What follows belongs to an exercise in optimizing a design on an open flow for small area, a short achievable clock period and few clock cycles per item; a production flow would make more cautious choices. Function was checked by simulation only, so behaviour that the tests miss may differ from the original.

==> design.v <==
`default_nettype none
package lkp_pkg;
    typedef logic [3-1:0] mshr_idx_t;
    typedef struct packed {
        logic [3-1:0] order_id;
        logic                    so;
        logic [5-1:0]   reg_entry;
        logic [4-1:0]   rob_entry;
    } lkp_meta_t;
    typedef struct packed {
        logic [20-1:0] key;
        lkp_meta_t              meta;
    } lkp_req_t;
    typedef struct packed {
        logic [20-1:0] result;
        lkp_meta_t              meta;
    } lkp_rsp_t;
    typedef struct packed {
        logic [20-1:0] key;
        mshr_idx_t              idx;
    } c2a_req_t;
    typedef enum logic [1:0] {
        S_IDLE,
        S_SEARCH,
        S_RESOLVE
    } slot_state_e;
endpackage
`default_nettype wire
`timescale 1ns/100ps
`default_nettype none
module lookup_cache_top (
    input  wire                      clk,
    input  wire                      rst,
    input  wire                      req_valid_i,
    input  wire  [20+(3 + 1 + 5 + 4)-1:0] req_i,
    output logic                     req_ready_o,
    output logic                     rsp_valid_o,
    output logic [20+(3 + 1 + 5 + 4)-1:0] rsp_o,
    input  wire                      rsp_ready_i,
    output logic                     c2a_vld_o,
    output logic [20-1:0]   c2a_info_o,
    output logic [10-1:0] c2a_req_id_o,
    input  wire                      a2c_rdy_i,
    input  wire                      a2c_rsp_vld_i,
    input  wire  [10-1:0] a2c_rsp_id_i,
    input  wire  [20-1:0]   a2c_rslt_i
);
    localparam int KW = 20;
    localparam int RW = 20;
    localparam int MW = (3 + 1 + 5 + 4);
    localparam int NE = 16;
    localparam int EW = 4;
    localparam int NS = 8;
    localparam int SW = 3;
    logic          rv_q, sv_q;
    logic [KW-1:0] rkey_q, skey_q;
    logic [MW-1:0] rmeta_q, smeta_q;
    logic [NE-1:0] tv_q;             
    logic [NE-1:0] cv_q;             
    logic [KW-1:0] key_q  [NE];
    logic [RW-1:0] rslt_q [NE];
    logic [EW-1:0] ptr_q;            
    logic [NS-1:0] busy_q;
    logic [EW-1:0] ent_q  [NS];
    logic [MW-1:0] meta_q [NS];
    logic          av_q;
    logic [SW-1:0] aid_q;
    logic [RW-1:0] ard_q;
    logic          cvld_q;
    logic [KW-1:0] ckey_q;
    logic [SW-1:0] cid_q;
    logic          ov_q;
    logic [RW-1:0] ores_q;
    logic [MW-1:0] ometa_q;
    logic [NE-1:0] match;
    logic [EW-1:0] match_idx;
    logic          hit_v, hit_p;
    always_comb begin
        match_idx = '0;
        for (int e = 0; e < NE; e++) begin
            match[e] = tv_q[e] && (key_q[e] == rkey_q);
            if (match[e]) match_idx = match_idx | EW'(e);
        end
    end
    assign hit_v = |(match & cv_q);
    assign hit_p = |(match & ~cv_q);
    logic [NS-1:0] srdy;
    always_comb begin
        for (int s = 0; s < NS; s++) begin
            srdy[s] = busy_q[s] && cv_q[ent_q[s]];
        end
    end
    logic [SW-1:0] rsel, fsel;
    logic          any_rdy, any_free;
    always_comb begin
        rsel = '0;
        fsel = '0;
        for (int s = NS - 1; s >= 0; s--) begin
            if (srdy[s])    rsel = SW'(s);
            if (!busy_q[s]) fsel = SW'(s);
        end
    end
    assign any_rdy  = |srdy;
    assign any_free = |(~busy_q);
    logic lk_ptr;
    always_comb begin
        lk_ptr = 1'b0;
        for (int s = 0; s < NS; s++) begin
            if (busy_q[s] && ent_q[s] == ptr_q) lk_ptr = 1'b1;
        end
    end
    logic o_free, c_free;
    assign o_free = !ov_q || rsp_ready_i;
    assign c_free = !cvld_q || a2c_rdy_i;
    logic s_fire;        
    logic h_fire;        
    logic m_fire;        
    logic a_fire;        
    logic skip;          
    logic r_go;
    assign s_fire = any_rdy && o_free;
    assign h_fire = rv_q && hit_v && o_free && !any_rdy;
    assign m_fire = rv_q && hit_p && any_free;
    assign a_fire = rv_q && !hit_v && !hit_p && any_free && c_free && !lk_ptr;
    assign skip   = rv_q && !hit_v && !hit_p && lk_ptr;
    assign r_go   = h_fire || m_fire || a_fire;
    logic r_free;
    assign r_free = !rv_q || r_go;
    assign req_ready_o = !sv_q;
    logic [EW-1:0] a_ent;
    assign a_ent = ent_q[aid_q];
    always_ff @(posedge clk or posedge rst) begin
        if (rst) begin
            rv_q   <= 1'b0;
            sv_q   <= 1'b0;
            tv_q   <= '0;
            cv_q   <= '0;
            ptr_q  <= '0;
            busy_q <= '0;
            av_q   <= 1'b0;
            cvld_q <= 1'b0;
            ov_q   <= 1'b0;
        end else begin
            if (r_free) begin
                rv_q <= sv_q || req_valid_i;
                sv_q <= 1'b0;
            end else if (req_valid_i && !sv_q) begin
                sv_q <= 1'b1;
            end
            av_q <= a2c_rsp_vld_i;
            if (av_q) begin
                cv_q[a_ent] <= 1'b1;
            end
            if (a_fire) begin
                tv_q[ptr_q] <= 1'b1;
                cv_q[ptr_q] <= 1'b0;
            end
            if (a_fire || skip) begin
                ptr_q <= ptr_q + 1'b1;
            end
            if (s_fire) begin
                busy_q[rsel] <= 1'b0;
            end
            if (m_fire || a_fire) begin
                busy_q[fsel] <= 1'b1;
            end
            if (a_fire) begin
                cvld_q <= 1'b1;
            end else if (a2c_rdy_i) begin
                cvld_q <= 1'b0;
            end
            if (s_fire || h_fire) begin
                ov_q <= 1'b1;
            end else if (rsp_ready_i) begin
                ov_q <= 1'b0;
            end
        end
    end
    logic [NE-1:0] osel;
    logic [RW-1:0] omux;
    always_comb begin
        omux = '0;
        for (int e = 0; e < NE; e++) begin
            osel[e] = any_rdy ? (ent_q[rsel] == EW'(e)) : match[e];
            if (osel[e]) omux = omux | rslt_q[e];
        end
    end
    always_ff @(posedge clk) begin
        if (r_free) begin
            rkey_q  <= sv_q ? skey_q  : req_i[KW+MW-1:MW];
            rmeta_q <= sv_q ? smeta_q : req_i[MW-1:0];
        end
        if (!sv_q) begin
            skey_q  <= req_i[KW+MW-1:MW];
            smeta_q <= req_i[MW-1:0];
        end
        ard_q <= a2c_rslt_i;
        aid_q <= a2c_rsp_id_i[SW-1:0];
        if (av_q) begin
            rslt_q[a_ent] <= ard_q;
        end
        if (a_fire) begin
            key_q[ptr_q] <= rkey_q;
        end
        if (m_fire || a_fire) begin
            ent_q[fsel]  <= a_fire ? ptr_q : match_idx;
            meta_q[fsel] <= rmeta_q;
        end
        if (a_fire) begin
            ckey_q <= rkey_q;
            cid_q  <= fsel;
        end
        if (s_fire || h_fire) begin
            ores_q  <= omux;
            ometa_q <= s_fire ? meta_q[rsel] : rmeta_q;
        end
    end
    assign rsp_valid_o  = ov_q;
    assign rsp_o        = {ores_q, ometa_q};
    assign c2a_vld_o    = cvld_q;
    assign c2a_info_o   = ckey_q;
    assign c2a_req_id_o = {{(10 - SW){1'b0}}, cid_q};
endmodule
`default_nettype wire
==> run.sh <==
#!/bin/bash
# synth_recipe.tcl (not shown) runs the flow's synth.tcl, then flattens the netlist and writes it again
# the make line also repeats each setting of config.mk as NAME=value (left out here)
make -C /OpenROAD-flow-scripts/flow DESIGN_CONFIG=/design/flow/config.mk WORK_HOME=/design/flow/orfs CLKGATE_MAP_FILE= SYNTH_SCRIPT=/design/flow/synth_recipe.tcl finish
==> config.mk <==
export PLATFORM = sky130hd
export DESIGN_NAME = lookup_cache_top
export DESIGN_NICKNAME = lookup_cache_top
export VERILOG_FILES = /design/flow/design.v
export SDC_FILE = /design/flow/constraint.sdc
export NUM_CORES = 4
export LEC_CHECK = 0
export CAP_MARGIN = 20
export CORE_MARGIN = 2
export CORE_UTILIZATION = 40
export SETUP_SLACK_MARGIN = 4.0
export SLEW_MARGIN = 20
==> constraint.sdc <==
create_clock -name core_clock -period 7.5 [get_ports {clk}]
set_input_delay 1.5000 -clock core_clock [delete_from_list [all_inputs] [get_ports {clk}]]
set_output_delay 1.5000 -clock core_clock [all_outputs]
set_load 0.01 [all_outputs]
==> flow_metrics.env, run 1 <==
export IMPL_cts_hold_buffers_added=0
export IMPL_via_per_inst=5.87
export IMPL_start_util=0.404
export IMPL_num_io_pins=135
export IMPL_drtIter0Drc=3372
export IMPL_io_buffers=120
export IMPL_finish_utilization=0.549
export IMPL_ys_flop_type="edfxtp_1"
export IMPL_ys_seq_area_frac=0.687
export IMPL_h_tree_depth=3
export IMPL_routed_wl_um=137000
export IMPL_hp_class="flop to flop"
export IMPL_grt_pass1_vias=27900
export IMPL_netlist_top_cells_count="865 x edfxtp_1, 198 x xnor2_1, 163 x xor2_1"
export IMPL_min_to="tv_q[5]$_DFFE_PP0P_"
export IMPL_end_kind="flop"
export IMPL_synth_seq_cells=970
export IMPL_path_clk_slew_ps=60
export IMPL_dp_cells=4130
export IMPL_setup_worst_path_class="flop to flop"
export IMPL_hpwl_um=67500
export IMPL_synth_edf_count=865
export IMPL_hold_violations=0
export IMPL_slowest_delay_ps=550
export IMPL_clk_path_buf_depth=3
export IMPL_core_area_mm2=0.102
export IMPL_min_from="tv_q[5]$_DFFE_PP0P_"
export IMPL_grt_ovfl_total=0
export IMPL_routabilityCongestion=0.886
export IMPL_yosysTopAreaCell="edfxtp_1"
export IMPL_fmax_mhz=223
export IMPL_r2r_start="ent_q[4][0]$_DFFE_PP_"
export IMPL_routedWlPerCell_um=28.3
export IMPL_core_rowCount=117
export IMPL_setup_viol=0
export IMPL_drc=0
export IMPL_ant_nets=0
export IMPL_rsz0062_at_grt="yes"
export IMPL_synth_area_leaders="edfxtp_1 63%, xnor2_1 4.2%, xor2_1 3.5%"
export IMPL_max_slew_worst_pin_slew_ps=1170
export IMPL_via_count=28300
export IMPL_crit_path_frequent_cell="buf_12"
export IMPL_dieHeight_um=325
export IMPL_final_nets=3454
export IMPL_cp_slowest_cell="mux4_2"
export IMPL_crit_buf_inv=4
export IMPL_status="complete, no violations"
export IMPL_fin_crit_ps=4490
export IMPL_hold_path_depth=1
export IMPL_slew_headroom=0.220
export IMPL_crit_arrival_ps=4920
export IMPL_ys_types=85
export IMPL_cts_tree="built"
export IMPL_grt_max_degree=50
export IMPL_synth_top_area_frac=0.630
export IMPL_die_w_um=325
export IMPL_finalMaxSlewViolations=0
export IMPL_async_reset_ff_frac=0.0505
export IMPL_timing_rr_end="ores_q[8]$_DFFE_PP_"
export IMPL_die_area_mm2=0.106
export IMPL_worstSetupStartpointType="flop"
export IMPL_whs_ps=469
export IMPL_synth_area_per_cell_um2=15.1
export IMPL_fin_worst_skew_ps=76.8
export IMPL_antenna_found_initial=0
export IMPL_setup_tns_ps=0
export IMPL_clock_latency_ps=730
export IMPL_cpLargestDelayFamily="compound AO/OA/AOI/OAI gates"
export IMPL_yosysMostFrequentCell="edfxtp_1"
export IMPL_ys_warn_count=1
export IMPL_drt_pre_antenna_iters=6
export IMPL_crit_fanout=20
export IMPL_finalCritPeriodShare=0.599
export IMPL_r2r_cells=16
export IMPL_diodes=0
export IMPL_synth_area_mm2=0.0412
export IMPL_syn_inst=2740
export IMPL_cp_required_ps=7930
export IMPL_area_growth_pct=35.8
export IMPL_grt_usage=0.248
export IMPL_crit_chain="mux4_2 -> nor2_2 -> nor4bb_2 -> a41o_4 -> a211o_4 -> a21oi_4 -> clkinv_8 -> a211oi_4 -> o311ai_4 -> buf_12 -> buf_16 -> a32o_2 -> buf_12 -> a22o_1 -> a211oi_2 -> nand3_1"
export IMPL_drv_cap=0
export IMPL_root_buffer="clkbuf_16"
export IMPL_cts_sinks=970
export IMPL_r2r_setup_slack_ps=3010
export IMPL_grt_pass1_wl_um=193000
export IMPL_cts_inserted_buffers=101
export IMPL_drive_above_1_share=0.318
export IMPL_post_layout_nonfiller_instances=4822
==> worst register-to-register path, stage by stage, from the launching register on <==
cell	delay, ps
edfxtp_1	510
mux4_2	560
nor2_2	100
nor4bb_2	60
a41o_4	300
a211o_4	310
a21oi_4	240
clkinv_8	130
a211oi_4	300
o311ai_4	140
buf_12	180
buf_16	170
a32o_2	330
buf_12	180
a22o_1	260
a211oi_2	320
nand3_1	140
==> cell usage in the layout, fill, tap and decap left out, types with 56 or more instances in the layout <==
master / n
xnor2_1: 195
dfxtp_1: 56
clkbuf_16: 114
nor2_4: 75
a22o_1: 66
buf_6: 119
mux2i_1: 90
xor2_1: 153
buf_12: 111
a21oi_1: 83
buf_4: 245
edfxtp_1: 865
nand2_1: 110
a22oi_1: 97
clkdlybuf4s50_1: 120
==> through the flow <==
stage          worst slack, ps  cell area [um2]
2_1_floorplan             3670            41900
3_3_place_gp              1240            44600
3_5_place_dp              1120            44600
4_1_cts                   3170            54200
5_1_grt                   2980            56000
6_report                  3010            56000
==> flip-flops by register name (all words and copies together) (netlist names), named ones only <==
| name | flops |
|---|---|
| ckey_q | 20 |
| tv_q | 16 |
| busy_q | 8 |
| ent_q | 32 |
| cv_q | 16 |
| rkey_q | 20 |
| ov_q | 1 |
| skey_q | 20 |
| meta_q | 104 |
| cid_q | 3 |
| ptr_q | 4 |
| key_q | 320 |
| ometa_q | 13 |
| rv_q | 1 |
| rmeta_q | 13 |
| ores_q | 20 |
| sv_q | 1 |
| rslt_q | 320 |
| smeta_q | 13 |
| ard_q | 20 |
| av_q | 1 |
| cvld_q | 1 |
==> area by class of cell <==
cell class / instances / area [um2]
clock buffer: 129 / 2720
clock inverter: 60 / 731
fill: 7831 / 46000
inverter: 53 / 220
multi-input combinational: 1581 / 14200
sequential: 970 / 28300
tap: 1368 / 1710
timing repair buffer: 659 / 8120
timing repair inverter: 2 / 13.8
==> routing by layer <==
metal,vias up,global-route usage,wire length [um],part of all wire
met2,1728,0.392,62600,0.46
met5,-,0,0,0
li1,11900,-,-,-
met4,0,0.0993,6180,0.045
met3,422,0.0572,14500,0.11
met1,14300,0.331,53300,0.39
==> worst max path at each step <==
stage,slack (ps),depth (start not counted),endpoint,startpoint
5_1_grt,2980,16,ores_q[8]$_DFFE_PP_,ent_q[4][0]$_DFFE_PP_
4_1_cts,3170,15,ores_q[8]$_DFFE_PP_,cv_q[15]$_DFF_PP0_
2_1_floorplan,3670,14,key_q[1][0]$_DFFE_PP_,rkey_q[9]$_DFFE_PN_
3_5_place_dp,1120,16,ores_q[6]$_DFFE_PP_,ent_q[4][0]$_DFFE_PP_
3_3_place_gp,1240,16,ores_q[6]$_DFFE_PP_,ent_q[4][0]$_DFFE_PP_
6_report,3010,16,ores_q[8]$_DFFE_PP_,ent_q[4][0]$_DFFE_PP_
==> logic make-up (layout without fill, tap and decap cells) <==
family,after synthesis,after routing,share of synthesized area
buffers and inverters,233,903,0.0263
multiplexers,159,159,0.0487
other,1,7,0.0000909
AND/OR/NAND/NOR,462,497,0.0575
flip-flops,970,970,0.687
AO/OA/AOI/OAI,537,540,0.0990
XOR/XNOR,361,361,0.0767
adder cells (fa/ha/maj),17,17,0.00516
==> timing repair <==
item,4_1_cts,5_1_grt
endpoints found under the setup margin,954,954
pin swaps,140,109
gates resized for setup,396,155
setup buffers,328,93
cloned,69,13
Testbench counts, summed over its fixed seeds: cycles 8,237, items 8,000.
==> run 2, diff against run 1 <==
--- a/config.mk
+++ b/config.mk
@@ -9,4 +9,3 @@
 export CORE_MARGIN = 2
 export CORE_UTILIZATION = 40
-export SETUP_SLACK_MARGIN = 4.0
 export SLEW_MARGIN = 20
==> flow_metrics.env, run 2 <==
export IMPL_finalMaxSlewViolations=0
export IMPL_end_kind="flop"
export IMPL_finish_utilization=0.466
export IMPL_setup_worst_path_class="flop to flop"
export IMPL_layout_common_cells="865 x edfxtp_1, 198 x xnor2_1, 163 x xor2_1"
export IMPL_synth_seq_cells=970
export IMPL_async_reset_ff_frac=0.0505
export IMPL_synth_area_mm2=0.0412
export IMPL_post_cts_buffers=0
export IMPL_cp_required_ps=8060
export IMPL_routabilityCongestion=0.872
export IMPL_via_count=24800
export IMPL_yosysMostFrequentCell="edfxtp_1"
export IMPL_top_regs="key_q: 320 flops, rslt_q: 320 flops, meta_q: 104 flops"
export IMPL_routed_wl_um=112000
export IMPL_ant_nets=0
export IMPL_crit_chain="mux4_2 -> nor2_1 -> o41ai_2 -> nor2_1 -> a21oi_4 -> inv_2 -> a211oi_1 -> nor3_1 -> nor4_4 -> buf_4 -> a31o_2 -> a22oi_1 -> and3_1 -> nand3_1"
export IMPL_hold_violations=0
export IMPL_ys_warn_count=1
export IMPL_fmax_mhz=159
export IMPL_cts_hold_buffers_added=0
export IMPL_io_buffers=120
export IMPL_root_buffer="clkbuf_16"
export IMPL_fin_worst_skew_ps=42.8
export IMPL_synth_edf_count=865
export IMPL_finalCritPeriodShare=0.838
export IMPL_cts_sinks=970
export IMPL_crit_arrival_ps=6840
export IMPL_final_nets=2968
export IMPL_yosysTopAreaCell="edfxtp_1"
export IMPL_setup_viol=0
export IMPL_ys_types=85
export IMPL_ys_flop_type="edfxtp_1"
export IMPL_crit_path_frequent_cell="nor2_1"
export IMPL_drtIter0Drc=2846
export IMPL_drt_pre_antenna_iters=9
export IMPL_status="complete, no violations"
export IMPL_drive_above_1_share=0.135
export IMPL_clock_latency_ps=690
export IMPL_final_common_cell="edfxtp_1"
export IMPL_synth_top_area_frac=0.630
export IMPL_fin_crit_ps=6280
export IMPL_grt_pass1_wl_um=164000
export IMPL_worstSetupStartpointType="flop"
export IMPL_drv_cap=0
export IMPL_num_io_pins=135
export IMPL_via_per_inst=5.72
export IMPL_h_tree_depth=3
export IMPL_fillerInstances=8819
export IMPL_cp_slowest_cell="a21oi_4"
export IMPL_drc=0
export IMPL_core_rowCount=117
export IMPL_crit_buf_inv=2
export IMPL_grt_max_degree=50
export IMPL_cts_resized_gates=0
export IMPL_grt_ovfl_total=0
export IMPL_netlist_top_cells_count="865 x edfxtp_1, 198 x xnor2_1, 163 x xor2_1"
export IMPL_ys_seq_area_frac=0.687
export IMPL_path_clk_slew_ps=70
export IMPL_dieHeight_um=325
export IMPL_max_slew_worst_pin_slew_ps=1110
export IMPL_hp_class="flop to flop"
export IMPL_die_area_mm2=0.106
export IMPL_slew_headroom=0.263
export IMPL_setup_tns_ps=0
export IMPL_syn_inst=2740
export IMPL_routedWlPerCell_um=25.8
export IMPL_crit_fanout=23
export IMPL_core_area_mm2=0.102
export IMPL_area_growth_pct=15.2
export IMPL_grt_pass1_vias=25300
export IMPL_hpwl_um=66000
export IMPL_start_util=0.404
export IMPL_clk_path_buf_depth=3
export IMPL_cpLargestDelayFamily="compound AO/OA/AOI/OAI gates"
export IMPL_cts_tree="built"
export IMPL_die_w_um=325
export IMPL_rsz0062_at_grt="no"
export IMPL_slowest_delay_ps=760
export IMPL_synth_area_leaders="edfxtp_1 63%, xnor2_1 4.2%, xor2_1 3.5%"
export IMPL_grt_usage=0.208
export IMPL_cts_inserted_buffers=99
export IMPL_antenna_found_initial=0
export IMPL_synth_area_per_cell_um2=15.1
[run 2: cell counts after synthesis]
No cell type changed its count.
[run 2: area by class of cell]
cell class | instances | area, um2 | share of cell area
well taps | 1368 | 1710 | 0.0360
clock inverters | 45 | 448 | 0.00943
diodes | 1 | 2.50 | 0.0000527
flip-flops and latches | 970 | 28300 | 0.596
clock buffers | 136 | 2770 | 0.0583
inverters | 53 | 199 | 0.00419
repair buffers | 215 | 1950 | 0.0411
multi-input cells | 1543 | 12100 | 0.255
[run 2: routing by layer]
metal | GRT usage | share of wire | up-vias
li1 | - | - | 10800
met1 | 0.280 | 0.42 | 12600
met2 | 0.337 | 0.47 | 1083
met3 | 0.0387 | 0.077 | 232
met4 | 0.0771 | 0.030 | 0
met5 | 0 | 0 | -
[run 2: cell families (layout without fill, tap and decap cells)]
kind of cell | Yosys count | after routing | synth area share
buf+inv | 233 | 449 | 0.0263
compound gates | 537 | 537 | 0.0990
simple gates | 462 | 462 | 0.0575
other cells | 1 | 8 | 0.0000909
mux | 159 | 159 | 0.0487
fa+ha+maj | 17 | 17 | 0.00516
xor+xnor | 361 | 361 | 0.0767
flops | 970 | 970 | 0.687
[run 2: path summary, 6_finish.rpt]
| check | startpoint | slack (ps) | cells past startpoint | to |
|---|---|---|---|---|
| max | ent_q[3][0]$_DFFE_PP_ | 1220 | 14 | ores_q[18]$_DFFE_PP_ |
| min | tv_q[10]$_DFFE_PP0P_ | 460 | 1 | tv_q[10]$_DFFE_PP0P_ |
| max in group asynchronous | rst | 5670 | 3 | tv_q[9]$_DFFE_PP0P_ |
| min in group asynchronous | rst | 1320 | 3 | cvld_q$_DFFE_PP0P_ |
| max reg2reg | ent_q[3][0]$_DFFE_PP_ | 1220 | 14 | ores_q[18]$_DFFE_PP_ |
| min reg2reg | tv_q[10]$_DFFE_PP0P_ | 460 | 1 | tv_q[10]$_DFFE_PP0P_ |
[run 2: metrics by stage]
step	worst slack, ps	hold WS (ps)	instances	instance area [um2]
2_1_floorplan	2370	427	2746	41300
3_3_place_gp	1330	441	4149	44300
3_5_place_dp	1260	444	4149	44300
4_1_cts	1260	458	4330	47500
5_1_grt	911	479	4330	47500
6_report	1220	458	4331	47500

-- static timing again, ports no longer ideal --
Ports are ideal in the flow. The routed layouts listed here were re-timed in OpenROAD. Step 1 sets driving cells, clkbuf_16 on the clock port and buf_2 on the other inputs (assumed; they add their load-dependent delay and slew). Step 2, shift: input delay + t, output delay - t, t = (earliest + latest rising clock arrival at the registers) / 2. This alone moves slack from input paths to output paths. a / b / c = no drivers / after step 1 / after step 2; a / b = the first two.
run	t, ns	setup WS [ns]	worst slew at a driven data input, ns	cell pins on the clock port's net
run 1	0.756	3.010 / 3.010 / 3.010	0.05	1
run 2	0.736	1.218 / 1.218 / 1.218	0.06	1
After both steps setup and hold are still met in every run listed.
